This design comes from an exercise in tuning for small area, a short achievable clock period and few clock cycles per item on the open sky130 flow, not from production work.
The RTL was checked by simulation tests, not by an equivalence proof against the original design.

**design.v**
```verilog
`timescale 1ns / 1ps
module gscm_front (
   input  logic         clock,
   input  logic         reset,
   input  logic         csr_we,
   input  logic [2:0]   csr_index,
   input  logic [31:0]  csr_wdata,
   input  logic         in_acc,
   input  logic [7:0]   in_level,
   output logic         out_valid,
   output logic [23:0]  out_ca,      
   output logic [23:0]  out_cb,      
   output logic [7:0]   out_pa,      
   output logic [7:0]   out_pb,      
   output logic [7:0]   out_lvl,
   output logic         out_interp,  
   output logic         out_gta      
);
   logic [2:0]   cnt_ff;
   logic [191:0] stops_ff;
   logic         wr_en;
   logic [2:0]   wr_idx;
   logic [31:0]  wr_data;
   logic         acc_v;
   logic [7:0]   lvl;
   logic [5:1]   in_use, below, run;
   logic [5:0]   sel;
   logic         last, interp, gta;
   logic [31:0]  sa, sb;
   logic         r_valid_ff;
   logic [31:0]  r_sa_ff, r_sb_ff;
   logic [7:0]   r_lvl_ff;
   logic         r_interp_ff, r_gta_ff;
   assign wr_en      = csr_we;
   assign wr_idx  = csr_index;
   assign wr_data = csr_wdata;
   logic [6:0]  reg_en;
   logic [31:0] dat0, dat1;
   always_comb begin
      for (int i = 0; i < 7; i++) begin
         reg_en[i] = reset || (wr_en && (wr_idx == 3'(i)));
      end
      dat0 = reset ? 32'd0 : wr_data;
      dat1 = reset ? 32'hFFFF_FFFF : wr_data;
   end
   always_ff @(posedge clock) begin
      if (reg_en[0]) cnt_ff <= reset ? 3'd2 : wr_data[2:0];
      for (int i = 0; i < 6; i++) begin
         if (reg_en[i+1]) stops_ff[i*32 +: 32] <= (i == 1) ? dat1 : dat0;
      end
   end
   assign acc_v = in_acc;
   assign lvl = in_level;
   always_comb begin
      for (int i = 1; i < 6; i++) begin
         in_use[i] = (cnt_ff > 3'(i));
         below[i]  = in_use[i] && (stops_ff[i*32 + 24 +: 8] < lvl);
      end
      run[1] = below[1];
      for (int i = 2; i < 6; i++) run[i] = run[i-1] && below[i];
      sel[0] = !run[1];
      for (int i = 1; i < 5; i++) sel[i] = run[i] && !run[i+1];
      sel[5] = run[5];
      last = run[5] || !in_use[1];
      for (int i = 1; i < 5; i++) begin
         if (run[i] && !in_use[i+1]) last = 1'b1;
      end
      interp = !last && (!sel[0] || (stops_ff[56 +: 8] > stops_ff[24 +: 8]));
      gta    = !sel[0] || (stops_ff[24 +: 8] < lvl);
      sa = '0;
      sb = '0;
      for (int i = 0; i < 6; i++) begin
         sa = sa | ({32{sel[i]}} & stops_ff[i*32 +: 32]);
      end
      for (int i = 0; i < 5; i++) begin
         sb = sb | ({32{sel[i]}} & stops_ff[(i+1)*32 +: 32]);
      end
   end
   always_ff @(posedge clock) begin
      r_valid_ff <= acc_v && !reset;
      r_sa_ff    <= sa;
      r_sb_ff    <= sb;
      r_lvl_ff   <= lvl;
      r_interp_ff <= interp;
      r_gta_ff    <= gta;
   end
   assign out_valid = r_valid_ff;
   assign out_ca    = r_sa_ff[23:0];
   assign out_cb    = r_sb_ff[23:0];
   assign out_pa    = r_sa_ff[31:24];
   assign out_pb    = r_sb_ff[31:24];
   assign out_lvl   = r_lvl_ff;
   assign out_interp = r_interp_ff;
   assign out_gta    = r_gta_ff;
endmodule
`timescale 1ns / 1ps
module gscm_queue #(
   parameter int DEPTH = 6
) (
   input  logic         clock,
   input  logic         reset,
   input  logic         in_valid,
   input  logic [23:0]  in_data,
   output logic         out_valid,
   input  logic         out_ready,
   output logic [23:0]  out_data
);
   localparam int CW = $clog2(DEPTH + 1);
   logic [23:0]      slot_ff [DEPTH];
   logic [DEPTH-1:0] wr_ff, rd_ff;
   logic [CW-1:0]    cnt_ff;
   logic             head_v_ff;
   logic [23:0]      head_ff;
   logic             head_free, fifo_empty, take_fifo, take_in, push;
   logic [23:0]      fifo_head;
   always_comb begin
      fifo_empty = (cnt_ff == '0);
      head_free  = !head_v_ff || out_ready;
      take_fifo  = head_free && !fifo_empty;
      take_in    = head_free && fifo_empty && in_valid;
      push       = in_valid && !take_in;
      fifo_head  = '0;
      for (int i = 0; i < DEPTH; i++) begin
         fifo_head = fifo_head | ({24{rd_ff[i]}} & slot_ff[i]);
      end
   end
   always_ff @(posedge clock) begin
      if (reset) begin
         head_v_ff <= 1'b0;
         cnt_ff    <= '0;
         wr_ff     <= DEPTH'(1);
         rd_ff     <= DEPTH'(1);
      end else begin
         if (head_free) head_v_ff <= !fifo_empty || in_valid;
         if (push && !take_fifo) cnt_ff <= cnt_ff + CW'(1);
         else if (take_fifo && !push) cnt_ff <= cnt_ff - CW'(1);
         if (push) wr_ff <= {wr_ff[DEPTH-2:0], wr_ff[DEPTH-1]};
         if (take_fifo) rd_ff <= {rd_ff[DEPTH-2:0], rd_ff[DEPTH-1]};
      end
   end
   always_ff @(posedge clock) begin
      if (take_fifo) head_ff <= fifo_head;
      else if (take_in) head_ff <= in_data;
   end
   always_ff @(posedge clock) begin
      for (int i = 0; i < DEPTH; i++) begin
         if (push && wr_ff[i]) slot_ff[i] <= in_data;
      end
   end
   assign out_valid = head_v_ff;
   assign out_data  = head_ff;
endmodule
`timescale 1ns / 1ps
module gscm_back (
   input  logic         clock,
   input  logic         reset,
   input  logic         in_valid,
   input  logic [23:0]  in_ca,
   input  logic [23:0]  in_cb,
   input  logic [7:0]   in_pa,
   input  logic [7:0]   in_pb,
   input  logic [7:0]   in_lvl,
   input  logic         in_interp,
   input  logic         in_gta,
   output logic         out_valid,
   output logic [23:0]  out_rgb      
);
   logic        interp;
   logic [7:0]  span, dlt, rdlt;
   logic [23:0] base, dif, wgt;
   always_comb begin
      interp = in_interp;
      span   = 8'd1;
      dlt    = 8'd0;
      rdlt   = 8'd1;
      if (interp) begin
         span = in_pb - in_pa;
         if (in_gta) begin
            dlt  = in_lvl - in_pa;
            rdlt = in_pb - in_lvl;
         end else begin
            rdlt = in_pb - in_pa;
         end
      end
      for (int c = 0; c < 3; c++) begin
         logic [8:0] ba;
         ba = {1'b0, in_cb[c*8 +: 8]} - {1'b0, in_ca[c*8 +: 8]};
         dif[c*8 +: 8] = (ba[7:0] ^ {8{ba[8]}}) + {7'd0, ba[8]};
         if (!ba[8]) begin
            base[c*8 +: 8] = in_ca[c*8 +: 8];
            wgt[c*8 +: 8]  = dlt;
         end else begin
            base[c*8 +: 8] = in_cb[c*8 +: 8];
            wgt[c*8 +: 8]  = rdlt;
         end
      end
   end
   logic        m_valid;
   logic [7:0]  m_span;
   logic [23:0] m_base, m_dif, m_wgt;
   always_ff @(posedge clock) begin
      m_valid <= in_valid && !reset;
      m_span  <= span;
      m_base  <= base;
      m_dif   <= dif;
      m_wgt   <= wgt;
   end
   logic [95:0] rows;
   for (genvar c = 0; c < 3; c++) begin : g_mul
      gscm_mul8h u_mul (
         .a    (m_dif[c*8 +: 8]),
         .b    (m_wgt[c*8 +: 8]),
         .h    (m_span[7:1]),
         .row0 (rows[c*32 +: 16]),
         .row1 (rows[c*32 + 16 +: 16])
      );
   end
   localparam int SW = 1 + 8 + 72;
   function automatic logic [15:0] carries16(input logic [15:0] a, input logic [15:0] b);
      logic [15:0] gg, pp, gn, pn;
      gg = a & b;
      pp = a ^ b;
      for (int l = 0; l < 4; l++) begin
         gn = gg;
         pn = pp;
         for (int i = 0; i < 16; i++) begin
            if ((i >> l) % 2 == 1) begin
               gn[i] = gg[i] | (pp[i] & gg[((i >> l) << l) - 1]);
               pn[i] = pp[i] & pp[((i >> l) << l) - 1];
            end
         end
         gg = gn;
         pp = pn;
      end
      carries16 = {gg[14:0], 1'b0};
   endfunction
   function automatic logic [8:0] sub_step(input logic [7:0] r, input logic w,
                                           input logic [7:0] s);
      logic [7:0] x, g, p, g1, p1, g2, p2, g3, d;
      logic [8:0] b;
      x  = {r[6:0], w};
      g  = ~x & s;
      p  = (x & s) | ~(x | s);
      g1 = g;
      p1 = p;
      for (int i = 1; i < 8; i += 2) begin
         g1[i] = g[i] | (p[i] & g[i-1]);
         p1[i] = p[i] & p[i-1];
      end
      g2 = g1;
      p2 = p1;
      for (int i = 0; i < 8; i++) begin
         if (i % 4 >= 2) begin
            g2[i] = g1[i] | (p1[i] & g1[(i/4)*4 + 1]);
            p2[i] = p1[i] & p1[(i/4)*4 + 1];
         end
      end
      g3 = g2;
      for (int i = 4; i < 8; i++) begin
         g3[i] = g2[i] | (p2[i] & g2[3]);
      end
      b = {g3, 1'b0};
      d = ~p ^ b[7:0];
      if (r[7] || !b[8]) sub_step = {1'b1, d};
      else               sub_step = {1'b0, x};
   endfunction
   function automatic logic [SW-1:0] div_step(input logic [SW-1:0] st);
      logic [8:0] qr;
      div_step = st;
      for (int c = 0; c < 3; c++) begin
         qr = sub_step(st[c*24 + 8 +: 8], st[c*24 + 7], st[79:72]);
         div_step[c*24 + 8 +: 8] = qr[7:0];
         div_step[c*24 +: 8]     = {st[c*24 +: 7], qr[8]};
      end
   endfunction
   logic [SW-1:0] n0, s1, s3, s5, s6;
   logic [SW-1:0] d0, d2, d4, d6;
   always_comb begin
      n0 = {m_valid, m_span, 72'd0};
      for (int c = 0; c < 3; c++) begin
         logic [15:0] r0, r1;
         r0 = rows[c*32 +: 16];
         r1 = rows[c*32 + 16 +: 16];
         n0[c*24 +: 24] = {m_base[c*8 +: 8], r0 ^ r1 ^ carries16(r0, r1)};
      end
   end
   always_ff @(posedge clock) d0 <= {n0[SW-1] && !reset, n0[SW-2:0]};
   assign s1 = div_step(div_step(d0));
   always_ff @(posedge clock) d2 <= {s1[SW-1] && !reset, s1[SW-2:0]};
   assign s3 = div_step(div_step(d2));
   always_ff @(posedge clock) d4 <= {s3[SW-1] && !reset, s3[SW-2:0]};
   assign s5 = div_step(div_step(d4));
   always_ff @(posedge clock) d6 <= {s5[SW-1] && !reset, s5[SW-2:0]};
   assign s6 = div_step(d6);
   always_comb begin
      for (int c = 0; c < 3; c++) begin
         logic [8:0] qr;
         logic [7:0] ba, qh, g, p, gg, pp, gn, pn;
         qr = sub_step(s6[c*24 + 8 +: 8], s6[c*24 + 7], s6[79:72]);
         ba = s6[c*24 + 16 +: 8];
         qh = {s6[c*24 +: 7], 1'b0};
         g  = ba & qh;
         p  = ba ^ qh;
         gg = g;
         pp = p;
         for (int l = 0; l < 3; l++) begin
            gn = gg;
            pn = pp;
            for (int i = 0; i < 8; i++) begin
               if ((i >> l) % 2 == 1) begin
                  gn[i] = gg[i] | (pp[i] & gg[((i >> l) << l) - 1]);
                  pn[i] = pp[i] & pp[((i >> l) << l) - 1];
               end
            end
            gg = gn;
            pp = pn;
         end
         out_rgb[c*8 +: 8] = p ^ ({gg[6:0], 1'b0} | ({pp[6:0], 1'b1} & {8{qr[8]}}));
      end
   end
   assign out_valid = d6[SW-1];
endmodule
module gscm_mul8h (
   input  logic [7:0]  a,
   input  logic [7:0]  b,
   input  logic [6:0]  h,
   output logic [15:0] row0,
   output logic [15:0] row1
);
   logic [7:0] pp [8];
   always_comb begin
      for (int i = 0; i < 8; i++) pp[i] = a & {8{b[i]}};
   end
   logic c2;
   logic c4;
   logic c6;
   logic c8;
   logic c10;
   logic c12;
   logic c14;
   logic c16;
   logic c18;
   logic c20;
   logic c22;
   logic c24;
   logic c26;
   logic c28;
   logic c30;
   logic c32;
   logic c34;
   logic c36;
   logic c38;
   logic c40;
   logic c42;
   logic c44;
   logic c46;
   logic c48;
   logic c50;
   logic c52;
   logic c54;
   logic c56;
   logic c58;
   logic c60;
   logic c62;
   logic c64;
   logic c66;
   logic c68;
   logic c70;
   logic c72;
   logic c74;
   logic c76;
   logic c78;
   logic c80;
   logic c82;
   logic c84;
   logic c86;
   logic c88;
   logic c90;
   logic c92;
   logic c94;
   logic c96;
   logic s1;
   logic s3;
   logic s5;
   logic s7;
   logic s9;
   logic s11;
   logic s13;
   logic s15;
   logic s17;
   logic s19;
   logic s21;
   logic s23;
   logic s25;
   logic s27;
   logic s29;
   logic s31;
   logic s33;
   logic s35;
   logic s37;
   logic s39;
   logic s41;
   logic s43;
   logic s45;
   logic s47;
   logic s49;
   logic s51;
   logic s53;
   logic s55;
   logic s57;
   logic s59;
   logic s61;
   logic s63;
   logic s65;
   logic s67;
   logic s69;
   logic s71;
   logic s73;
   logic s75;
   logic s77;
   logic s79;
   logic s81;
   logic s83;
   logic s85;
   logic s87;
   logic s89;
   logic s91;
   logic s93;
   logic s95;
   assign s1 = pp[0][5] ^ pp[1][4];
   assign c2 = pp[0][5] & pp[1][4];
   assign s3 = pp[0][6] ^ pp[1][5] ^ pp[2][4];
   assign c4 = (pp[0][6] & pp[1][5]) | (pp[0][6] & pp[2][4]) | (pp[1][5] & pp[2][4]);
   assign s5 = pp[3][3] ^ pp[4][2];
   assign c6 = pp[3][3] & pp[4][2];
   assign s7 = pp[0][7] ^ pp[1][6] ^ pp[2][5];
   assign c8 = (pp[0][7] & pp[1][6]) | (pp[0][7] & pp[2][5]) | (pp[1][6] & pp[2][5]);
   assign s9 = pp[3][4] ^ pp[4][3] ^ pp[5][2];
   assign c10 = (pp[3][4] & pp[4][3]) | (pp[3][4] & pp[5][2]) | (pp[4][3] & pp[5][2]);
   assign s11 = pp[1][7] ^ pp[2][6] ^ pp[3][5];
   assign c12 = (pp[1][7] & pp[2][6]) | (pp[1][7] & pp[3][5]) | (pp[2][6] & pp[3][5]);
   assign s13 = pp[4][4] ^ pp[5][3];
   assign c14 = pp[4][4] & pp[5][3];
   assign s15 = pp[2][7] ^ pp[3][6] ^ pp[4][5];
   assign c16 = (pp[2][7] & pp[3][6]) | (pp[2][7] & pp[4][5]) | (pp[3][6] & pp[4][5]);
   assign s17 = pp[0][3] ^ pp[1][2];
   assign c18 = pp[0][3] & pp[1][2];
   assign s19 = pp[0][4] ^ pp[1][3] ^ pp[2][2];
   assign c20 = (pp[0][4] & pp[1][3]) | (pp[0][4] & pp[2][2]) | (pp[1][3] & pp[2][2]);
   assign s21 = pp[3][1] ^ pp[4][0];
   assign c22 = pp[3][1] & pp[4][0];
   assign s23 = pp[2][3] ^ pp[3][2] ^ pp[4][1];
   assign c24 = (pp[2][3] & pp[3][2]) | (pp[2][3] & pp[4][1]) | (pp[3][2] & pp[4][1]);
   assign s25 = pp[5][0] ^ h[5] ^ s1;
   assign c26 = (pp[5][0] & h[5]) | (pp[5][0] & s1) | (h[5] & s1);
   assign s27 = pp[5][1] ^ pp[6][0] ^ h[6];
   assign c28 = (pp[5][1] & pp[6][0]) | (pp[5][1] & h[6]) | (pp[6][0] & h[6]);
   assign s29 = c2 ^ s3 ^ s5;
   assign c30 = (c2 & s3) | (c2 & s5) | (s3 & s5);
   assign s31 = pp[6][1] ^ pp[7][0] ^ c4;
   assign c32 = (pp[6][1] & pp[7][0]) | (pp[6][1] & c4) | (pp[7][0] & c4);
   assign s33 = c6 ^ s7 ^ s9;
   assign c34 = (c6 & s7) | (c6 & s9) | (s7 & s9);
   assign s35 = pp[6][2] ^ pp[7][1] ^ c8;
   assign c36 = (pp[6][2] & pp[7][1]) | (pp[6][2] & c8) | (pp[7][1] & c8);
   assign s37 = c10 ^ s11 ^ s13;
   assign c38 = (c10 & s11) | (c10 & s13) | (s11 & s13);
   assign s39 = pp[5][4] ^ pp[6][3] ^ pp[7][2];
   assign c40 = (pp[5][4] & pp[6][3]) | (pp[5][4] & pp[7][2]) | (pp[6][3] & pp[7][2]);
   assign s41 = c12 ^ c14 ^ s15;
   assign c42 = (c12 & c14) | (c12 & s15) | (c14 & s15);
   assign s43 = pp[3][7] ^ pp[4][6] ^ pp[5][5];
   assign c44 = (pp[3][7] & pp[4][6]) | (pp[3][7] & pp[5][5]) | (pp[4][6] & pp[5][5]);
   assign s45 = pp[6][4] ^ pp[7][3] ^ c16;
   assign c46 = (pp[6][4] & pp[7][3]) | (pp[6][4] & c16) | (pp[7][3] & c16);
   assign s47 = pp[4][7] ^ pp[5][6] ^ pp[6][5];
   assign c48 = (pp[4][7] & pp[5][6]) | (pp[4][7] & pp[6][5]) | (pp[5][6] & pp[6][5]);
   assign s49 = pp[0][2] ^ pp[1][1];
   assign c50 = pp[0][2] & pp[1][1];
   assign s51 = pp[2][1] ^ pp[3][0] ^ h[3];
   assign c52 = (pp[2][1] & pp[3][0]) | (pp[2][1] & h[3]) | (pp[3][0] & h[3]);
   assign s53 = h[4] ^ c18 ^ s19;
   assign c54 = (h[4] & c18) | (h[4] & s19) | (c18 & s19);
   assign s55 = c20 ^ c22 ^ s23;
   assign c56 = (c20 & c22) | (c20 & s23) | (c22 & s23);
   assign s57 = c24 ^ c26 ^ s27;
   assign c58 = (c24 & c26) | (c24 & s27) | (c26 & s27);
   assign s59 = c28 ^ c30 ^ s31;
   assign c60 = (c28 & c30) | (c28 & s31) | (c30 & s31);
   assign s61 = c32 ^ c34 ^ s35;
   assign c62 = (c32 & c34) | (c32 & s35) | (c34 & s35);
   assign s63 = c36 ^ c38 ^ s39;
   assign c64 = (c36 & c38) | (c36 & s39) | (c38 & s39);
   assign s65 = c40 ^ c42 ^ s43;
   assign c66 = (c40 & c42) | (c40 & s43) | (c42 & s43);
   assign s67 = pp[7][4] ^ c44 ^ c46;
   assign c68 = (pp[7][4] & c44) | (pp[7][4] & c46) | (c44 & c46);
   assign s69 = pp[5][7] ^ pp[6][6] ^ pp[7][5];
   assign c70 = (pp[5][7] & pp[6][6]) | (pp[5][7] & pp[7][5]) | (pp[6][6] & pp[7][5]);
   assign s71 = pp[0][1] ^ pp[1][0];
   assign c72 = pp[0][1] & pp[1][0];
   assign s73 = pp[2][0] ^ h[2] ^ s49;
   assign c74 = (pp[2][0] & h[2]) | (pp[2][0] & s49) | (h[2] & s49);
   assign s75 = s17 ^ c50 ^ s51;
   assign c76 = (s17 & c50) | (s17 & s51) | (c50 & s51);
   assign s77 = s21 ^ c52 ^ s53;
   assign c78 = (s21 & c52) | (s21 & s53) | (c52 & s53);
   assign s79 = s25 ^ c54 ^ s55;
   assign c80 = (s25 & c54) | (s25 & s55) | (c54 & s55);
   assign s81 = s29 ^ c56 ^ s57;
   assign c82 = (s29 & c56) | (s29 & s57) | (c56 & s57);
   assign s83 = s33 ^ c58 ^ s59;
   assign c84 = (s33 & c58) | (s33 & s59) | (c58 & s59);
   assign s85 = s37 ^ c60 ^ s61;
   assign c86 = (s37 & c60) | (s37 & s61) | (c60 & s61);
   assign s87 = s41 ^ c62 ^ s63;
   assign c88 = (s41 & c62) | (s41 & s63) | (c62 & s63);
   assign s89 = s45 ^ c64 ^ s65;
   assign c90 = (s45 & c64) | (s45 & s65) | (c64 & s65);
   assign s91 = s47 ^ c66 ^ s67;
   assign c92 = (s47 & c66) | (s47 & s67) | (c66 & s67);
   assign s93 = c48 ^ c68 ^ s69;
   assign c94 = (c48 & c68) | (c48 & s69) | (c68 & s69);
   assign s95 = pp[6][7] ^ pp[7][6] ^ c70;
   assign c96 = (pp[6][7] & pp[7][6]) | (pp[6][7] & c70) | (pp[7][6] & c70);
   assign row0 = {1'b0, pp[7][7], c94, c92, c90, c88, c86, c84, c82, c80, c78, c76, c74, c72, h[1], pp[0][0]};
   assign row1 = {1'b0, c96, s95, s93, s91, s89, s87, s85, s83, s81, s79, s77, s75, s73, s71, h[0]};
endmodule
`timescale 1ns / 1ps
module gradient_stop_colormap_unit (
   input  logic         clock,
   input  logic         reset,
   input  logic         csr_we,
   input  logic [2:0]   csr_index,
   input  logic [31:0]  csr_wdata,
   input  logic         req_tvalid,
   output logic         req_tready,
   input  logic [7:0]   req_tdata,    
   output logic         rsp_tvalid,
   input  logic         rsp_tready,
   output logic [23:0]  rsp_tdata     
);
   localparam int QDEPTH = 7;
   localparam int CAP    = QDEPTH + 1;    
   localparam int CW     = $clog2(CAP + 1);
   logic        acc, pop;
   logic [CW-1:0] cnt_ff, cnt_in;
   logic        rdy_ff;
   logic        f_valid, f_interp, f_gta;
   logic [23:0] f_ca, f_cb;
   logic [7:0]  f_pa, f_pb, f_lvl;
   logic        b_valid;
   logic [23:0] b_rgb;
   logic [23:0] q_data;
   assign acc = req_tvalid && rdy_ff;
   assign pop = rsp_tvalid && rsp_tready;
   always_comb begin
      cnt_in = cnt_ff;
      if (acc && !pop) cnt_in = cnt_ff + CW'(1);
      else if (pop && !acc) cnt_in = cnt_ff - CW'(1);
   end
   always_ff @(posedge clock) begin
      if (reset) begin
         cnt_ff <= '0;
         rdy_ff <= 1'b1;
      end else begin
         cnt_ff <= cnt_in;
         rdy_ff <= (cnt_in < CW'(CAP));
      end
   end
   assign req_tready = rdy_ff;
   gscm_front u_front (
      .clock     (clock),
      .reset     (reset),
      .csr_we    (csr_we),
      .csr_index (csr_index),
      .csr_wdata (csr_wdata),
      .in_acc    (acc),
      .in_level  (req_tdata),
      .out_valid (f_valid),
      .out_ca    (f_ca),
      .out_cb    (f_cb),
      .out_pa    (f_pa),
      .out_pb    (f_pb),
      .out_lvl   (f_lvl),
      .out_interp (f_interp),
      .out_gta   (f_gta)
   );
   gscm_back u_back (
      .clock     (clock),
      .reset     (reset),
      .in_valid  (f_valid),
      .in_ca     (f_ca),
      .in_cb     (f_cb),
      .in_pa     (f_pa),
      .in_pb     (f_pb),
      .in_lvl    (f_lvl),
      .in_interp (f_interp),
      .in_gta    (f_gta),
      .out_valid (b_valid),
      .out_rgb   (b_rgb)
   );
   gscm_queue #(
      .DEPTH (QDEPTH)
   ) u_queue (
      .clock     (clock),
      .reset     (reset),
      .in_valid  (b_valid),
      .in_data   (b_rgb),
      .out_valid (rsp_tvalid),
      .out_ready (rsp_tready),
      .out_data  (q_data)
   );
   assign rsp_tdata = {q_data[7:0], q_data[15:8], q_data[23:16]};
endmodule
```
**run.sh**
```bash
#!/bin/bash
# synth_recipe.tcl (not shown) runs the flow's synth.tcl, then flattens the netlist and writes it again
# the make line also repeats each setting of config.mk as NAME=value (left out here)
make -C /OpenROAD-flow-scripts/flow DESIGN_CONFIG=/design/flow/config.mk WORK_HOME=/design/flow/orfs CLKGATE_MAP_FILE= SYNTH_SCRIPT=/design/flow/synth_recipe.tcl finish
```
**config.mk**
```make
export PLATFORM = sky130hd
export DESIGN_NAME = gradient_stop_colormap_unit
export DESIGN_NICKNAME = gradient_stop_colormap_unit
export VERILOG_FILES = /design/flow/design.v
export SDC_FILE = /design/flow/constraint.sdc
export NUM_CORES = 4
export LEC_CHECK = 0
export CAP_MARGIN = 20
export CORE_MARGIN = 2
export CORE_UTILIZATION = 55
export SETUP_SLACK_MARGIN = 4.75
export SLEW_MARGIN = 20
```
**constraint.sdc**
```tcl
create_clock -name core_clock -period 9.0 [get_ports {clock}]
set_input_delay 1.8000 -clock core_clock [delete_from_list [all_inputs] [get_ports {clock}]]
set_output_delay 1.8000 -clock core_clock [all_outputs]
set_load 0.01 [all_outputs]
```
==> results.cfg, run 1 <==
[outcome]
outcome = timing/DRC/antenna clean

[synthesis]
ys_ff_latch = 890
synth_nets = 4523
synth_area_mm2 = 0.0447
syn_inst = 3916
synth_top_area_share_pct = 26.0
synth_cell_types = 68
yosysWarningCount = 7
synth_edf_count = 387
async_flop_share_pct = 0
yosys-top-cells-area = edfxtp_1, dfxtp_1, ha_1, fa_1, inv_1
postSynthAreaPerCell_um2 = 11.4
synthFlopType = dfxtp_1
synth_largest_area_cell = edfxtp_1
ys_seq_area_share_pct = 48.5

[layout]
diodes = 0
final_cell_mix = dfxtp_1, edfxtp_1, inv_1
multiInputGateArea_mm2 = 0.0232
layout_commonest_cell = dfxtp_1
finalCoreUtilization_pct = 66.8
register_area_mm2 = 0.0218
finalNonFillerCells = 5349
final_nets = 4821
synthToLayoutAreaGrowth_pct = 20.3
drive_above_1_share_pct = 19.6
n_fill_cell = 5957

[drt]
post-route-drc-count = 0
viasPerCell = 5.67
wl_met1_um = 47400
drt_iter0_drc = 1634
routed_wirelength_um = 114000
firstDrtPassIters = 7
ant_nets = 0
wire_per_inst_um = 21.3
vias = 30300
met3_wirelength_um = 4440
top_layer = met4
met2_length_um = 58600

[critical_path]
required_ps = 9380
startpoint_type = register
cp-end-kind = register
worstSetupPathType = reg2reg
arrival_ps = 4730
crit_fanout = 7

[grt]
grt_pass1_wl_um = 170000
grt_pass1_vias = 30500
grt_overflow = 0
antenna_found_initial = 1
grt_max_degree = 108
track_usage_pct = 26.4

[sta]
final.setup.tns_ps = 0
tightest_slew_ps = 1050
drv_slew = 0
finalSetupViolCount = 0
hold_viol_final = 0
min_period_over_period_pct = 48.3
finalClockSkew_ps = 52.4
clock.fmax_ghz = 0.230
period_minus_slack_ps = 4350
max-slew-margin-rel_pct = 29.0
rsz0062_at_grt = true

[min_path]
hold_class = reg2reg

[placement]
numPortBuffers = 73
hpwl_um = 76900
placedCellCount = 4968
gp_congestion = 0.855

[die]
io_pins = 74
die_w_um = 289
placeableCoreArea_mm2 = 0.0805
start_util_pct = 55.6
die-height_um = 289
rows = 104
die_area_mm2 = 0.0837

[clock_tree]
cts_buffers = 92
insertion_delay_ps = 670
cts_tree = yes
clock_sinks = 890
clockBufferDepth = 3
htreeDepth = 3
cts_root_buf = clkbuf_16
clk_pin_slew_worst_paths_ps = 70

[flow_run]
maxCapViolCount = 0
==> sequential cells by signal, summed over array words and instances (netlist names), 32 cells and up <==
| register | cells |
|---|---|
| u_front.stops_ff | 192 |
| u_queue.slot_ff | 168 |
| u_back.d0 | 81 |
| u_back.d2 | 81 |
| u_back.d4 | 81 |
| u_back.d6 | 81 |
| u_front.r_sa_ff | 32 |
| u_front.r_sb_ff | 32 |
==> through the flow <==
stage / area, um^2 / worst slack [ps] / hold WS, ps
floorplan: 44800 / 4650 / 310
global placement: 46700 / 3290 / 310
detailed placement: 46700 / 3220 / 312
CTS: 51700 / 4670 / 297
global route: 53800 / 4450 / 308
finish: 53800 / 4650 / 303
==> path summary, 6_finish.rpt <==
| kind | cells after the start | to | slack (ps) | start |
|---|---|---|---|---|
| setup reg to reg | 24 | u_queue.slot_ff[2][23] | 4650 | u_back.d6[72] |
| setup / recovery | 24 | u_queue.slot_ff[2][23] | 4650 | u_back.d6[72] |
| hold reg to reg | 0 | u_back.d0[22] | 300 | u_back.m_base[6] |
| hold / removal | 0 | u_back.d0[22] | 300 | u_back.m_base[6] |
==> area by class of cell <==
class / count / area share [%]
clock buffers: 118 / 4.75
repair buffers: 314 / 5.36
well taps: 1060 / 2.46
flip-flops and latches: 890 / 40.5
inverters: 393 / 2.76
multi-input cells: 2523 / 43.1
clock inverters: 51 / 1.10
==> cells by family after synthesis <==
kind of cell | count (synthesis) | synth area share [%]
buffers and inverters | 506 | 4.33
adders and majority gates | 559 | 19.1
and+or+nand+nor | 834 | 9.03
muxes | 132 | 3.06
AOI/OAI and AO/OA | 824 | 12.7
xor gates and xnor gates | 171 | 3.35
DFF | 890 | 48.5
==> synthesized netlist by cell type (all sizes together) (65+ instances only) <==
library cell / instances
nor2: 186
ha: 354
nor2b: 90
dfxtp: 503
fa: 205
and2: 120
clkbuf: 79
o21ai: 176
xor2: 65
xnor2: 106
mux2i: 94
inv: 393
a21oi: 160
edfxtp: 387
nand2: 265
==> worst max-delay path, stage by stage, from the launching register on <==
cell and delay (ps):
dfxtp_4 380, buf_6 110, ha_4 110, inv_2 30, fa_2 410, nor2b_4 150
o2111ai_4 140, a21boi_2 220, o21ai_2 90, a21oi_4 280, buf_6 140, inv_1 50
o21a_1 110, a21oi_2 100, ha_1 260, a21oi_1 120, o21ai_1 90, o22ai_2 250
o211ai_1 130, buf_4 160, a211oi_2 170, buf_4 160, nor2_4 50, buf_4 140
o211a_4 250
==> metal layers <==
layer	vias up	track usage [%]
met4	0	7.89
met2	656	47.5
met5	-	0
li1	14300	-
met1	15200	33.6
met3	178	2.61
==> what timing repair did <==
action	CTS	global route
pin swaps	88	173
buffers inserted	107	100
hold buffers	0	0
endpoints found under the setup margin	344	288
gates cloned	4	1
resized for setup	269	307
Testbench counts, summed over its fixed seeds: cycles 18,373, items 16,000.
==> run 2: changes to the inputs <==
--- a/config.mk
+++ b/config.mk
@@ -10,2 +10,4 @@
 export CORE_UTILIZATION = 55
+export CTS_CLUSTER_DIAMETER = 60
+export CTS_CLUSTER_SIZE = 22
 export SETUP_SLACK_MARGIN = 4.75
==> results.cfg, run 2 <==
[outcome]
outcome = timing/DRC/antenna clean

[clock_tree]
clockBufferDepth = 3
cts_tree = yes
clk_pin_slew_worst_paths_ps = 80
htreeDepth = 3
clock_sinks = 890
cts_buffers = 71
insertion_delay_ps = 650
holdBufCountCts = 0
cts_root_buf = clkbuf_16

[synthesis]
synth_cell_types = 68
async_flop_share_pct = 0
synth_top_area_share_pct = 26.0
synth_edf_count = 387
synth_nets = 4523
ys_ff_latch = 890
synth_largest_area_cell = edfxtp_1
yosysWarningCount = 7
yosysMostFrequentCell = dfxtp_1
ys_seq_area_share_pct = 48.5
postSynthAreaPerCell_um2 = 11.4
syn_inst = 3916
synth_area_mm2 = 0.0447
yosys-top-cells-count = dfxtp_1, inv_1, edfxtp_1
yosys-top-cells-area = edfxtp_1, dfxtp_1, ha_1, fa_1, inv_1
synthFlopType = dfxtp_1

[sta]
min_period_over_period_pct = 47.9
final.setup.tns_ps = 0
hold_viol_final = 0
finalSetupViolCount = 0
period_minus_slack_ps = 4310
drv_slew = 0
tightest_slew_ps = 1040
timing.final.ws_setup_ps = 4690
clock.fmax_ghz = 0.232
rsz0062_at_grt = true
finalClockSkew_ps = 40.9
max-slew-margin-rel_pct = 29.5

[die]
die_area_mm2 = 0.0837
start_util_pct = 55.6
die-height_um = 289
die_w_um = 289
rows = 104
placeableCoreArea_mm2 = 0.0805
io_pins = 74

[layout]
final_cell_mix = dfxtp_1, edfxtp_1, inv_1
largest_reg_flops = 192
diodes = 0
drive_above_1_share_pct = 18.5
synthToLayoutAreaGrowth_pct = 18.5
n_fill_cell = 6049
final_nets = 4787
top_register = u_front.stops_ff
finalCoreUtilization_pct = 65.8
reg_top3 = u_front.stops_ff x192, u_queue.slot_ff x168
layout_commonest_cell = dfxtp_1

[critical_path]
reg2reg_slack_ps = 4690
reg2reg_depth = 26
r2r_end = u_queue.head_ff[23]
reg2reg_from = u_back.d6[55]
worstSetupPathType = reg2reg
cp-startpoint = u_back.d6[55]
startpoint_type = register
crit_buf_inv = 9
cpMostUsedCell = buf_6
critPathTopFamily = compound AO/OA/AOI/OAI gates
required_ps = 9390
arrival_ps = 4700
cp-end-kind = register
crit_fanout = 3
cpPeakStageDelay_ps = 410
worst_path_max_delay_cell = fa_2

[grt]
grt_max_degree = 108
grt_pass1_wl_um = 168000
grt_pass1_vias = 30100
track_usage_pct = 26.2
antenna_found_initial = 2
grt_overflow = 0

[drt]
post-route-drc-count = 0
vias = 30000
routed_wirelength_um = 112000
firstDrtPassIters = 5
ant_nets = 0
drt_iter0_drc = 1721
viasPerCell = 5.67
wire_per_inst_um = 21.2

[min_path]
min_path_cells = 0
hold_class = reg2reg
hold_end = u_back.d6[2]
hold_path_startpoint = u_back.d4[0]

[flow_run]
maxCapViolCount = 0

[placement]
hpwl_um = 76900
placement.setup.worst_slack_ps = 3220
numPortBuffers = 73
gp_congestion = 0.855
[run 2: changes by cell type in the layout (fill, tap and decap cells not counted), moves of 4 or more]
cell	previous run	this run
clkbuf_16	96	74
buf_4	176	161
clkinv_2	17	4
inv_12	0	8
clkbuf_1	14	7
inv_2	29	22
clkbuf_8	9	3
inv_16	0	5
clkinv_1	4	0
clkinv_8	4	8
clkinvlp_4	9	5
dfxtp_4	12	16
ha_4	26	22
[run 2: cell families after synthesis]
kind of cell / synth area share [%]
flops: 48.5
fa+ha+maj: 19.1
buf+inv: 4.33
compound gates: 12.7
mux: 3.06
simple gates: 9.03
xor+xnor: 3.35
[run 2: worst max-delay path by stage]
stage                           to  slack [ps]  cells past startpoint
2_1_floorplan   u_queue.head_ff[7]        4650                     20
4_1_cts         u_queue.head_ff[7]        4670                     19
3_3_place_gp   u_front.r_sa_ff[11]        3290                     12
6_report       u_queue.head_ff[23]        4690                     26
5_1_grt         u_queue.head_ff[3]        4500                     21
3_5_place_dp    u_front.r_sa_ff[6]        3220                     12
[run 2: layout make-up]
| type | count | area, um^2 | share of cell area (%) |
|---|---|---|---|
| Clock inverter | 44 | 679 | 1.28 |
| Timing Repair Buffer | 302 | 2800 | 5.29 |
| Clock buffer | 83 | 1890 | 3.57 |
| Sequential cell | 890 | 21800 | 41.1 |
| Inverter | 393 | 1500 | 2.82 |
| Tap cell | 1060 | 1330 | 2.50 |
| Multi-Input combinational cell | 2522 | 23000 | 43.4 |
[run 2: routing by layer]
metal	GRT usage, %	vias up	share of wire, %
met2	47.1	619	51
li1	-	14200	-
met3	2.61	167	3.5
met1	33.4	15000	42
met4	7.54	0	2.7
met5	0	-	0
[run 2: timing repair]
action | in CTS | in global routing
pin swaps | 80 | 153
setup buffers | 106 | 89
endpoints found under the setup margin | 344 | 314
cloned | 3 | 1
gates resized for setup | 265 | 298
[run 2: per-stage QoR]
step	cell area (um^2)	hold WS (ps)	std cells
floorplan	44800	310	3916
global placement	46700	310	4968
detailed placement	46700	312	4968
CTS	51100	298	5204
global route	53000	291	5294
finish	53000	294	5294
[run 2: worst register-to-register path: cells and delay by family, from the launching register on]
kind	cells	cell delay (ps)
simple gates	5	600
compound gates	9	1450
buf+inv	9	840
flops	1	340
fa+ha+maj	3	840
==> run 3: changes to the inputs <==
--- a/design.v
+++ b/design.v
@@ -242,3 +242,3 @@
       g  = ~x & s;
-      p  = (x & s) | ~(x | s);
+      p  = ~(x ^ s);
       g1 = g;
@@ -262,3 +262,3 @@
       b = {g3, 1'b0};
-      d = ~p ^ b[7:0];
+      d = x ^ s ^ b[7:0];
       if (r[7] || !b[8]) sub_step = {1'b1, d};
--- a/config.mk
+++ b/config.mk
@@ -10,4 +10,4 @@
 export CORE_UTILIZATION = 55
-export CTS_CLUSTER_DIAMETER = 60
-export CTS_CLUSTER_SIZE = 22
+export CTS_CLUSTER_DIAMETER = 80
+export CTS_CLUSTER_SIZE = 28
 export SETUP_SLACK_MARGIN = 4.75
==> results.cfg, run 3 <==
[synthesis]
ys_ff_latch = 890
syn_inst = 3922
synthFlopType = dfxtp_1
yosys-top-cells-area = edfxtp_1, dfxtp_1, ha_1, fa_1, inv_1
synth_largest_area_cell = edfxtp_1
synth_nets = 4529
synth_area_mm2 = 0.0452
synth_edf_count = 387
async_flop_share_pct = 0
yosysWarningCount = 7
ys_seq_area_share_pct = 48.0
postSynthAreaPerCell_um2 = 11.5
synth_cell_types = 76
yosysMostFrequentCell = dfxtp_1
synth_top_area_share_pct = 25.7
yosys-top-cells-count = dfxtp_1, inv_1, edfxtp_1

[placement]
placement.setup.worst_slack_ps = 3310
numPortBuffers = 73
place_area_mm2 = 0.0471
placedCellCount = 4988
hpwl_um = 80500
gp_congestion = 0.866

[clock_tree]
clk_pin_slew_worst_paths_ps = 100
cts_tree = yes
clock_sinks = 890
cts_root_buf = clkbuf_16
cts_buffers = 46
insertion_delay_ps = 650
clockBufferDepth = 3
htreeDepth = 2

[drt]
firstDrtPassIters = 7
wire_per_inst_um = 22.1
routed_wirelength_um = 115000
vias = 30100
drt_iter0_drc = 1983
ant_nets = 0
viasPerCell = 5.77
post-route-drc-count = 0

[layout]
reg_top3 = u_front.stops_ff x192, u_queue.slot_ff x168
layout_commonest_cell = dfxtp_1
design_area_mm2 = 0.0511
largest_reg_flops = 192
synthToLayoutAreaGrowth_pct = 13.1
final_nets = 4724
diodes = 0
final_cell_mix = dfxtp_1, inv_1, edfxtp_1
drive_above_1_share_pct = 13.5
top_register = u_front.stops_ff
finalNonFillerCells = 5222
finalCoreUtilization_pct = 62.6

[critical_path]
cpPeakStageDelay_ps = 390
cp-startpoint = u_back.d6[72]
crit_fanout = 6
cpMostUsedCell = buf_6
critPathTopFamily = compound AO/OA/AOI/OAI gates
worstSetupPathType = reg2reg
worst_path_max_delay_cell = dfxtp_4
cp-end-kind = register
reg2reg_slack_ps = 4830
arrival_ps = 4560
startpoint_type = register
crit_buf_inv = 6
reg2reg_from = u_back.d6[72]
r2r_end = u_queue.head_ff[22]
cp_cell_sequence = buf_6 > ha_4 > inv_2 > fa_2 > nor2b_2 > o2111ai_2 > a21boi_2 > o21ai_2 > a21oi_4 > buf_12 > buf_8 > buf_4 > a21oi_2 > ha_1 > nand2_1 > nor2_1 > o21ai_1 > a2bb2oi_2 > a31oi_4 > a211oi_2 > xnor2_2 > buf_6 > a21o_1
required_ps = 9390
reg2reg_depth = 23

[flow_run]
maxCapViolCount = 0

[die]
start_util_pct = 55.3
placeableCoreArea_mm2 = 0.0817
die-height_um = 291
die_area_mm2 = 0.0845
rows = 105
io_pins = 74
die_w_um = 291

[sta]
max-slew-margin-rel_pct = 27.1
final.setup.tns_ps = 0
timing.final.ws_setup_ps = 4830
min_period_over_period_pct = 46.3
tightest_slew_ps = 1090
rsz0062_at_grt = true
finalSetupViolCount = 0
period_minus_slack_ps = 4170
hold_viol_final = 0
drv_slew = 0
hold_slack_ps = 319
finalClockSkew_ps = 40.0
clock.fmax_ghz = 0.240

[grt]
grt_pass1_vias = 30900
antenna_found_initial = 5
grt_pass1_wl_um = 174000
grt_overflow = 0
grt_max_degree = 102
track_usage_pct = 26.5

[min_path]
hold_path_startpoint = u_back.d0[21]
hold_end = u_back.d2[21]
min_path_cells = 0
hold_class = reg2reg

[outcome]
outcome = timing/DRC/antenna clean
run 3: logic make-up after synthesis:
family	after synthesis	share of synthesized area (%)
compound gates	805	13.0
xor+xnor	169	3.28
fa+ha+maj	559	18.9
buf+inv	514	4.37
flops	890	48.0
mux	150	3.41
simple gates	835	9.10
run 3: area by class of cell:
type	count	area [um^2]
fill	6433	30600
multi-input combinational	2520	22600
sequential	890	21800
clock buffer	60	1230
inverter	403	1520
clock inverter	23	337
timing repair buffer	256	2340
tap	1070	1340
run 3: worst reg2reg max path: stages (launching register included):
cell       delay [ps]
dfxtp_4           390
buf_6             110
ha_4              110
inv_2              30
fa_2              360
nor2b_2           150
o2111ai_2         200
a21boi_2          220
o21ai_2           100
a21oi_4           190
buf_12            130
buf_8             100
buf_4             110
a21oi_2            50
ha_1              270
nand2_1            50
nor2_1            120
o21ai_1            90
a2bb2oi_2         230
a31oi_4           180
a211oi_2          320
xnor2_2           110
buf_6             140
a21o_1            150
run 3: repair_timing:
item	4_1_cts	5_1_grt
setup buffers	62	81
setup endpoints to repair	340	306
pin swaps	50	119
gates resized for setup	157	173
hold buffers	0	0
cloned	4	4
run 3: how the worst max path moves through the flow:
stage	endpoint	slack, ps	cells past startpoint
after floorplan	u_back.d2[10]	4790	20
after global placement	u_front.r_sb_ff[12]	3360	13
final	u_queue.head_ff[22]	4830	23
after detailed placement	u_front.r_sb_ff[24]	3310	13
after CTS	u_queue.head_ff[22]	4720	20
after global routing	u_queue.head_ff[6]	4650	21
run 3: metal layers:
layer	GRT usage [%]	vias up	share of wire (%)
met1	33.8	15000	42
met2	47.2	747	50
met4	8.88	0	3.5
li1	-	14200	-
met3	2.54	192	4.2
met5	0	-	0
Testbench counts of run 3, summed over its fixed seeds: cycles 18,373, items 16,000.
==> run 4: changes to the inputs <==
--- a/config.mk
+++ b/config.mk
@@ -12,3 +12,3 @@
 export CTS_CLUSTER_SIZE = 28
-export SETUP_SLACK_MARGIN = 4.75
+export SETUP_SLACK_MARGIN = 5
 export SLEW_MARGIN = 20
==> results.cfg, run 4 <==
[synthesis]
yosys-top-cells-count = dfxtp_1, inv_1, edfxtp_1
synth_cell_types = 76
yosys-top-cells-area = edfxtp_1, dfxtp_1, ha_1, fa_1, inv_1
synth_top_area_share_pct = 25.7
synth_nets = 4529
syn_inst = 3922
ys_seq_area_share_pct = 48.0
ys_ff_latch = 890
async_flop_share_pct = 0
yosysMostFrequentCell = dfxtp_1
yosysWarningCount = 7
synth_area_mm2 = 0.0452
postSynthAreaPerCell_um2 = 11.5
synth_largest_area_cell = edfxtp_1
synth_edf_count = 387
synthFlopType = dfxtp_1

[die]
die_w_um = 291
rows = 105
io_pins = 74
die-height_um = 291
start_util_pct = 55.3
placeableCoreArea_mm2 = 0.0817
die_area_mm2 = 0.0845

[layout]
reg_top3 = u_front.stops_ff x192, u_queue.slot_ff x168
register_area_mm2 = 0.0219
top_register = u_front.stops_ff
multiInputGateArea_mm2 = 0.0238
drive_above_1_share_pct = 20.4
layout_commonest_cell = dfxtp_1
final_cell_mix = dfxtp_1, edfxtp_1, inv_1
largest_reg_flops = 192
diodes = 0
n_fill_cell = 6110
synthToLayoutAreaGrowth_pct = 19.4
final_nets = 4846

[clock_tree]
cts_tree = yes
cts_buffers = 47
cts_root_buf = clkbuf_16
clock_sinks = 890
htreeDepth = 2
clk_pin_slew_worst_paths_ps = 100
clockBufferDepth = 3
insertion_delay_ps = 640

[min_path]
hold_path_startpoint = u_back.d4[65]
hold_end = u_back.d6[65]
min_path_cells = 0
hold_class = reg2reg

[drt]
vias = 30800
ant_nets = 0
routed_wirelength_um = 118000
firstDrtPassIters = 7
viasPerCell = 5.76
wire_per_inst_um = 22.1
post-route-drc-count = 0
drt_iter0_drc = 1815

[critical_path]
required_ps = 9520
cp-end-kind = register
r2r_end = u_back.d2[58]
reg2reg_slack_ps = 4790
reg2reg_depth = 20
worstSetupPathType = reg2reg
arrival_ps = 4720
crit_fanout = 5
startpoint_type = register
reg2reg_from = u_back.d0[57]

[sta]
hold_viol_final = 0
tightest_slew_ps = 1080
rsz0062_at_grt = true
clock.fmax_ghz = 0.238
finalSetupViolCount = 0
hold_slack_ps = 318
drv_slew = 0
period_minus_slack_ps = 4210
min_period_over_period_pct = 46.8
max-slew-margin-rel_pct = 27.8
finalClockSkew_ps = 29.6
final.setup.tns_ps = 0

[grt]
track_usage_pct = 27.5
grt_max_degree = 102
antenna_found_initial = 3
grt_pass1_vias = 31900
grt_overflow = 0
grt_pass1_wl_um = 181000

[outcome]
outcome = timing/DRC/antenna clean

[placement]
numPortBuffers = 73
gp_congestion = 0.889
hpwl_um = 80000

[flow_run]
maxCapViolCount = 0
-- run 4: routing by layer --
metal  vias up  global-route usage, %  routed length, um
li1      14400                      -                  -
met1     15400                   34.8              48800
met2       752                   49.6              60600
met3       189                   2.25               4850
met4         0                   9.34               4150
met5         -                      0                  0
-- run 4: cell type report --
class / instances / area share, %
Timing Repair Buffer: 375 / 6.89
Sequential cell: 890 / 40.5
Multi-Input combinational cell: 2522 / 44.1
Inverter: 403 / 2.87
Tap cell: 1070 / 2.48
Clock inverter: 25 / 0.731
Clock buffer: 62 / 2.38
-- run 4: critical path, stage by stage, from the launching register on --
cell       delay [ps]
dfxtp_1           390
inv_1             100
ha_1              300
nor2b_2           160
o21ai_2           180
a21boi_2           90
o211a_1           270
o21bai_4          250
buf_6             150
o21ai_4            60
fa_2              360
a21o_1            190
a21o_1            210
a21o_1            170
a21o_1            180
a21o_1            210
a21oi_2           190
a2111oi_4          70
buf_6             150
buf_12            130
mux2_4            290
-- run 4: how the worst max path moves through the flow --
stage	from	end	slack [ps]	cells after the start
CTS	u_back.d6[7]	u_queue.head_ff[7]	4810	20
global placement	req_tdata[4]	u_front.r_sb_ff[21]	3460	10
floorplan	u_back.d0[72]	u_back.d2[10]	5000	20
global route	u_back.d0[72]	u_back.d2[10]	4660	21
detailed placement	req_tdata[4]	u_front.r_sb_ff[21]	3410	10
finish	u_back.d0[57]	u_back.d2[58]	4790	20
-- run 4: cell families (layout without fill, tap and decap cells) --
logic type	count (synthesis)	in the layout	share of synthesized area, %
AOI/OAI and AO/OA	805	807	13.0
xor gates and xnor gates	169	169	3.28
adders and majority gates	559	559	18.9
buffers and inverters	514	865	4.37
DFF	890	890	48.0
muxes	150	150	3.41
and+or+nand+nor	835	837	9.10
-- run 4: stage by stage --
stage,setup slack (ps),cells,instance area (um^2),utilization (%)
5_1_grt,4660,5347,54000,66.0
3_3_place_gp,3460,4983,47300,57.9
3_5_place_dp,3410,4983,47300,57.9
4_1_cts,4810,5259,52100,63.7
6_report,4790,5347,54000,66.0
2_1_floorplan,5000,3922,45400,-
-- run 4: what timing repair did --
action / 4_1_cts / 5_1_grt
pin swaps: 187 / 153
hold buffers: 0 / 0
cloned: 7 / 1
resized for setup: 348 / 289
setup buffers: 182 / 87
endpoints found under the setup margin: 358 / 338
==> run 5: changes to the inputs <==
--- a/config.mk
+++ b/config.mk
@@ -12,3 +12,3 @@
 export CTS_CLUSTER_SIZE = 28
-export SETUP_SLACK_MARGIN = 5
+export SETUP_SLACK_MARGIN = 4.5
 export SLEW_MARGIN = 20
==> results.cfg, run 5 <==
[grt]
grt_pass1_wl_um = 173000
grt_overflow = 0
grt_pass1_vias = 30500
antenna_found_initial = 2
track_usage_pct = 26.4
grt_max_degree = 102

[clock_tree]
cts_tree = yes
clk_pin_slew_worst_paths_ps = 100
insertion_delay_ps = 640
cts_buffers = 47
clock_sinks = 890
clockBufferDepth = 3
cts_root_buf = clkbuf_16
htreeDepth = 2
holdBufCountCts = 0

[sta]
hold_viol_final = 0
finalSetupViolCount = 0
drv_slew = 0
finalClockSkew_ps = 28.1
min_period_over_period_pct = 48.6
rsz0062_at_grt = true
clock.fmax_ghz = 0.229
period_minus_slack_ps = 4370
max-slew-margin-rel_pct = 28.6
tightest_slew_ps = 1070
final.setup.tns_ps = 0

[die]
die_area_mm2 = 0.0845
start_util_pct = 55.3
die-height_um = 291
rows = 105
die_w_um = 291
placeableCoreArea_mm2 = 0.0817
io_pins = 74

[layout]
layout_commonest_cell = dfxtp_1
drive_above_1_share_pct = 9.86
largest_reg_flops = 192
top_register = u_front.stops_ff
reg_top3 = u_front.stops_ff x192, u_queue.slot_ff x168
final_nets = 4671
synthToLayoutAreaGrowth_pct = 11.0
design_area_mm2 = 0.0502
final_cell_mix = dfxtp_1, inv_1, edfxtp_1

[synthesis]
synth_largest_area_cell = edfxtp_1
ys_seq_area_share_pct = 48.0
yosysWarningCount = 7
ys_ff_latch = 890
yosys-top-cells-area = edfxtp_1, dfxtp_1, ha_1, fa_1, inv_1
yosys-top-cells-count = dfxtp_1, inv_1, edfxtp_1
synth_top_area_share_pct = 25.7
async_flop_share_pct = 0
synthFlopType = dfxtp_1
synth_cell_types = 76
syn_inst = 3922
synth_area_mm2 = 0.0452
yosysMostFrequentCell = dfxtp_1
synth_nets = 4529
synth_edf_count = 387
postSynthAreaPerCell_um2 = 11.5

[critical_path]
worstSetupPathType = in2reg
arrival_ps = 4900
r2r_end = u_back.d6[37]
startpoint_type = primary input
cpPeakStageDelay_ps = 470
reg2reg_from = u_back.d4[31]
worst_path_max_delay_cell = clkdlybuf4s50_1
cp_cell_sequence = clkdlybuf4s50_1 > inv_1 > ha_1 > a21o_1 > a21oi_1 > o21ai_0 > a211oi_4 > buf_4 > nor2_4 > buf_12 > a221o_1
required_ps = 9530
cp-end-kind = register
reg2reg_slack_ps = 4700
reg2reg_depth = 22
crit_fanout = 18

[drt]
viasPerCell = 5.73
vias = 29600
wire_per_inst_um = 21.8
firstDrtPassIters = 6
drt_iter0_drc = 1673
ant_nets = 0
post-route-drc-count = 0
routed_wirelength_um = 113000

[placement]
numPortBuffers = 73
hpwl_um = 80000
place_area_mm2 = 0.0471
gp_congestion = 0.872

[min_path]
hold_end = u_back.d6[18]
hold_class = reg2reg
min_path_cells = 0
hold_path_startpoint = u_back.d4[18]

[outcome]
outcome = timing/DRC/antenna clean

[flow_run]
maxCapViolCount = 0
-- run 5: timing repair --
item / CTS / global route
endpoints found under the setup margin: 331 / 310
gates resized for setup: 82 / 77
pin swaps: 22 / 37
gates cloned: 3 / 4
buffers inserted: 47 / 42
-- run 5: stage by stage --
step	utilization (%)	hold slack (ps)	cells	setup WS, ps
final	61.4	318	5170	4630
after global routing	61.4	319	5169	4460
after CTS	60.6	320	5123	4460
after floorplan	-	310	3922	4620
after detailed placement	57.7	312	4989	3210
after global placement	57.7	311	4989	3230
-- run 5: final cells by class --
cell class / instances / area, um^2
inverter: 403 / 1510
clock inverter: 25 / 394
tap: 1070 / 1340
multi-input combinational: 2525 / 22200
antenna: 1 / 2.50
clock buffer: 59 / 1230
fill: 6543 / 31500
sequential: 890 / 21700
timing repair buffer: 197 / 1760
-- run 5: metal layers --
metal | GRT usage (%) | vias up | routed length [um]
li1 | - | 14000 | -
met5 | 0 | - | 0
met4 | 7.78 | 0 | 3420
met3 | 1.93 | 178 | 4370
met1 | 34.2 | 14700 | 47700
met2 | 47.3 | 677 | 57000
-- run 5: worst max-delay path, delay by kind of cell --
kind	cells	cell delay [ps]
adder cells (fa/ha/maj)	1	340
AND/OR/NAND/NOR	1	100
buffers and inverters	4	1210
AO/OA/AOI/OAI	5	1420
-- run 5: cell families after synthesis --
logic type,after synthesis,share of synthesized area (%)
multiplexers,150,3.41
flip-flops,890,48.0
AO/OA/AOI/OAI,805,13.0
XOR/XNOR,169,3.28
adder cells (fa/ha/maj),559,18.9
AND/OR/NAND/NOR,835,9.10
buffers and inverters,514,4.37
-- run 5: worst max path at each step --
stage / startpoint / to / slack, ps
after floorplan: u_back.d6[72] / u_queue.slot_ff[0][21] / 4620
after global placement: req_tdata[6] / u_front.r_sb_ff[25] / 3230
after detailed placement: req_tdata[6] / u_front.r_sb_ff[30] / 3210
after CTS: u_back.d6[72] / u_queue.head_ff[23] / 4460
after global routing: u_back.d6[72] / u_queue.head_ff[23] / 4460
final: req_tdata[1] / u_front.r_sb_ff[30] / 4630

[afterwards: timing with drivers on the ports]
The flow's constraints put no driver on any port. The routed layouts listed below were extracted and timed again, unchanged, in two steps.
Step 1 assumes that a clkbuf_16 drives the clock port and a buf_2 every other input.
Step 2, shift: input delay + t, output delay - t, t = (earliest + latest rising clock arrival at the registers) / 2. This alone moves slack from input paths to output paths.
Slacks: no drivers / after step 1 / after step 2; pairs: no drivers / after step 1.
| run | t (ns) | slack for setup (ns) | hold slack, ns | latest minus earliest clock arrival (ns) | worst register clock-pin slew, ns |
|---|---|---|---|---|---|
| run 1 | 0.714 | 4.653 / 4.653 / 4.142 | 0.303 / 0.303 / 0.303 | 0.054 / 0.054 | 0.07 / 0.07 |
| run 2 | 0.701 | 4.685 / 4.685 / 4.180 | 0.294 / 0.294 / 0.294 | 0.053 / 0.054 | 0.09 / 0.09 |
| run 3 | 0.699 | 4.829 / 4.829 / 4.237 | 0.319 / 0.319 / 0.319 | 0.049 / 0.048 | 0.11 / 0.11 |
| run 4 | 0.685 | 4.791 / 4.791 / 4.461 | 0.318 / 0.318 / 0.318 | 0.037 / 0.037 | 0.11 / 0.11 |
| run 5 | 0.694 | 4.629 / 4.665 / 3.971 | 0.318 / 0.318 / 0.318 | 0.030 / 0.030 | 0.11 / 0.11 |
After both steps every run listed still meets setup and hold. The setup slack of run 5, which loses most, moves by +0.036 ns with the drivers and by -0.658 ns with both steps.
